What follows belongs to an exercise in optimizing a design on an open flow for small area, a short achievable clock period and few clock cycles; a production flow would make more cautious choices. In this exercise RTL edits were held to simulation tests only and were not proved equivalent to the original. Power figures rest on the tool's default switching activity, not on a simulated workload.

## cpu_idle_power_mode_controller
module cpu_idle_power_mode_controller (
  input  wire logic        clk,
  input  wire logic        rst,
  input  wire logic        req_valid,
  output logic             req_ready,
  input  wire logic [1:0]  req_cmd,
  input  wire logic [2:0]  req_cpu,
  input  wire logic [31:0] req_base_index,
  input  wire logic [15:0] req_sleep_length,
  input  wire logic        req_cancel,
  input  wire logic [1:0]  req_mode_type,
  input  wire logic        req_system_refused,
  output logic             rsp_valid,
  input  wire logic        rsp_ready,
  output logic [31:0]      rsp_result_index,
  output logic [3:0]       rsp_entered_modes,
  output logic [3:0]       rsp_exited_modes,
  output logic [7:0]       rsp_wake_cpus,
  output logic             rsp_core_off,
  output logic             rsp_core_on,
  output logic             rsp_cluster_off,
  output logic             rsp_cluster_on,
  output logic [1:0]       rsp_cluster_number,
  output logic             rsp_system_enter,
  output logic             rsp_system_exit,
  output logic             rsp_exit_cancelled,
  input  wire logic        cfg_valid,
  output logic             cfg_ready,
  input  wire logic [2:0]  cfg_index,
  input  wire logic [63:0] cfg_data
);
Size in the first run: roughly 1,600 cells after synthesis, roughly 24,000 µm² of cells after synthesis.
Settings: LEC_CHECK=0, CAP_MARGIN=20, CORE_MARGIN=2, CORE_UTILIZATION=65, CTS_BUF_LIST=sky130_fd_sc_hd__clkbuf_8, CTS_CLUSTER_DIAMETER=50, CTS_CLUSTER_SIZE=16, SETUP_SLACK_MARGIN=2.95, SLEW_MARGIN=70; clock period 5.5 ns.
standard.sh (not shown) runs the stock make flow with config.mk's settings and CLKGATE_MAP_FILE= SYNTH_SCRIPT=/design/flow/synth_recipe.tcl, a recipe that flattens the netlist after the stock synthesis.
==> flow/flow/run.sh <==
#!/bin/bash
# Layout flow: the standard flow, with the port buffers of buffer_ports made from
# sky130_fd_sc_hd__buf_1 instead of the cell buffer_ports picks by itself. The synthesis is the
# standard one, unchanged. Each step's full output goes to a log of its own in this folder.
set -euo pipefail
bash standard.sh synth > synth.log 2>&1
export BUFFER_PORTS_ARGS="-buffer_cell sky130_fd_sc_hd__buf_1"
bash standard.sh floorplan > floorplan.log 2>&1
bash standard.sh place > place.log 2>&1
bash standard.sh cts > cts.log 2>&1
bash standard.sh route > route.log 2>&1
bash standard.sh finish > finish.log 2>&1
Testbench counts at the start, summed over its fixed seeds: cycles 21,366.
==> next run, changes <==
- SETUP_SLACK_MARGIN: 2.95 -> 3.0
Outcome: The changed run completed without violations; critical path depth is unchanged; synthesized cell count does not change; wire length came out lower by 2.3%; die area does not change.
==> next run, changes <==
- GPL_ROUTABILITY_DRIVEN: unset -> 0
Result: Final cell count came out higher slightly; worst hold slack stays flat; clock skew rose by 7.0 ps.


cpu_idle_power_mode_controller, a different RTL version from the one above (not shown whole).
Size: roughly 1600 cells after synthesis, about 580 flip-flops, about 190 I/O pins, about 24000 um2 of cells after synthesis.
export LEC_CHECK = 0
export CAP_MARGIN = 20
export CORE_MARGIN = 2
export CORE_UTILIZATION = 65
export CTS_CLUSTER_DIAMETER = 80
export CTS_CLUSTER_SIZE = 25
export SETUP_SLACK_MARGIN = 3.2
export SLEW_MARGIN = 20
create_clock -name core_clock -period 5.5 [get_ports {clk}]
Scripts as last shown in full above: flow/flow/run.sh
Testbench counts at the start, summed over its fixed seeds: cycles 21,366.
Rerun with:
--- a/flow/config.mk
+++ b/flow/config.mk
@@ -12,3 +12,3 @@
 export CTS_CLUSTER_SIZE = 25
-export SETUP_SLACK_MARGIN = 3.2
+export SETUP_SLACK_MARGIN = 3.0
 export SLEW_MARGIN = 20
Power grows by 0.88%.
Sequential power barely changes.
Register-to-register slack is better by 0.05 ns.
Hold slack barely changes.
Sequential share of layout area grows by 2.0 points.
Non-clock buffer count shrinks by 62.
Clock skew is about the same.


v44:
cpu_idle_power_mode_controller, a different RTL version from the one above (not shown whole).
For scale: ~1600 cells after synthesis, roughly 560 flip-flops.
==> flow/design.v (excerpt) <==
module cpu_idle_power_mode_controller (
  input  wire logic        clk,
  input  wire logic        rst,
  input  wire logic        req_valid,
  output logic             req_ready,
  input  wire logic [1:0]  req_cmd,
  input  wire logic [2:0]  req_cpu,
  input  wire logic [31:0] req_base_index,
  input  wire logic [15:0] req_sleep_length,
  input  wire logic        req_cancel,
  input  wire logic [1:0]  req_mode_type,
  input  wire logic        req_system_refused,
  output logic             rsp_valid,
  input  wire logic        rsp_ready,
  output logic [31:0]      rsp_result_index,
  output logic [3:0]       rsp_entered_modes,
  output logic [3:0]       rsp_exited_modes,
  output logic [7:0]       rsp_wake_cpus,
  output logic             rsp_core_off,
  output logic             rsp_core_on,
  output logic             rsp_cluster_off,
  output logic             rsp_cluster_on,
  output logic [1:0]       rsp_cluster_number,
  output logic             rsp_system_enter,
  output logic             rsp_system_exit,
  output logic             rsp_exit_cancelled,
  input  wire logic        cfg_valid,
  output logic             cfg_ready,
  input  wire logic [2:0]  cfg_index,
  input  wire logic [63:0] cfg_data
);
export LEC_CHECK = 0
export CAP_MARGIN = 20
export CORE_MARGIN = 2
export CORE_UTILIZATION = 65
export CTS_BUF_LIST = sky130_fd_sc_hd__clkbuf_8
export CTS_CLUSTER_DIAMETER = 60
export CTS_CLUSTER_SIZE = 20
export SETUP_SLACK_MARGIN = 3.0
export SLEW_MARGIN = 70
create_clock -name core_clock -period 5.5 [get_ports {clk}]
Scripts as last shown in full above: flow/flow/run.sh
Every stage of the flow completed for v44, and the final layout passed the timing, DRC and antenna checks.
Testbench counts of v44, summed over its fixed seeds: cycles 21,366.
diff inputs: v44 => v5
- CTS_CLUSTER_DIAMETER changed from 60 to 80
- CTS_BUF_LIST removed (was sky130_fd_sc_hd__clkbuf_8)
- CTS_CLUSTER_SIZE changed from 20 to 25
Notes after the runs:
- Cmp v5 vs v44: clock power higher in v5
- Diff v44 -> v5 | cell-internal power | up by a few percent
- Summary — clock tree cell share of total cell area, v5 relative to v44: higher, by 0.23 points.
- Share of cells above drive strength 1, v5 and v44, lower one = v44.
- Compared with v44, first-pass GRT wire length in v5 increased slightly.
- Diff v44 -> v5 | ratio of final minimum period to clock period | increase of 0.23 points
- Against v44, v5 comes in 25 higher on non-clock buffer count.
- When v5 is set beside v44, its total chip power turns out to be 2.0% larger.
The following lists how v54 was set up differently from v5:
- CTS_CLUSTER_DIAMETER: 80 -> 50
- CTS_BUF_LIST: unset -> sky130_fd_sc_hd__clkbuf_8
- CTS_CLUSTER_SIZE: 25 -> 16
- PLACE_DENSITY: unset -> 0.75
==> results.txt <==
- The final cell utilization of the core in v54 was lower than what v5 gave.
- Setup slack in v54 is larger than in v5.
- Higher count of cells resized by post-cts repair among v54 and v5: v54
- Placement-stage cell area: v54 vs v5 — no meaningful difference
- v54 completed end to end with timing, DRC and antenna clean.
- Compared with v5, in v54 share of total power in combinational logic shrank by 0.4 points; final sequential cell count held steady.
- Compared to v5, v54 has maximum frequency about 0.34% higher.
--- input diff v54..v12 ---
- clearing PLACE_DENSITY, which used to be 0.75
- putting GPL_ROUTABILITY_DRIVEN at 0 where nothing was set
Notes after the runs:
- v12 finished end to end and its layout was clean on timing, DRC and antenna.
- Going from v54 to v12, internal power summed over all cells has remained practically unchanged; final critical path time including I/O delays and setup has decreased; DRC violation count after routing has remained practically unchanged; reported sequential group power has remained practically unchanged.
- When v12 is measured against v54, its total routed wirelength turns out about 1% lower.
- Between v54 and v12, final total power increased.
- As far as area of the core goes, v54 and v12 are indistinguishable; the numbers are identical.
- Sort v54 and v12 by endpoint arrival time on the critical path asc -> top: v12
- v12: first-pass iteration count of the detailed router 2 above v54
#### Input delta (v40 over v12)
- clearing GPL_ROUTABILITY_DRIVEN, which used to be 0
Results
From v12 to v40, number of pins exceeding their max-slew limit in the final report did not move at all.
In the reports for v12 and v40, the larger fraction of the cycle the final worst path needs belongs to v40.
Between v12 and v40, hold slack decreased.
There was hardly any difference in register-to-register slack between v40 and v12.
Going from v12 to v40, cell depth of the worst hold path now sits at about the same level; non-clock buffer count moved up; initial antenna violation count saw little to no change; maximum frequency now smaller.
v40 against v12: final cell count neither gained nor lost much, sum of met3 wire segment lengths after detailed routing lost 1.5%.

==> what the ideal ports hide <==
No port has a modelled driver above. Below, the same layouts with a new extraction and two added sets of constraints.
Step 1 sets driving cells, clkbuf_16 on the clock port and buf_2 on the other inputs (assumed; they add their load-dependent delay and slew).
Step 2 adds t to the input delays and takes it off the output delays; t is the mean of the earliest and latest rising clock arrival at the registers after step 1. Input paths then give back, and output paths get back, about the clock's delay inside the block.
Three values: no drivers, after step 1, after step 2; two values: the first two.
run	t (ns)	setup slack, ns	clock arrival spread, ns
the first run of note 1	0.704	2.917 / 2.865 / 2.284	0.031 / 0.031
the second run of note 1	0.690	2.974 / 2.922 / 2.392	0.036 / 0.035
the third run of note 1	0.686	2.959 / 2.905 / 2.350	0.039 / 0.039
the first run of note 2	0.656	2.917 / 2.851 / 2.410	0.024 / 0.024
the second run of note 2	0.661	2.908 / 2.846 / 2.334	0.021 / 0.021
v44	0.665	2.923 / 2.863 / 2.318	0.038 / 0.039
v5	0.653	2.910 / 2.850 / 2.275	0.025 / 0.025
v54	0.679	2.919 / 2.864 / 2.337	0.025 / 0.025
v12	0.700	2.950 / 2.877 / 2.332	0.027 / 0.027
v40	0.712	2.941 / 2.881 / 2.330	0.043 / 0.043
After both steps setup and hold are still met in every run listed. For v5, which loses most, drivers alone change the setup slack by -0.060 ns; drivers and shift together by -0.635 ns.
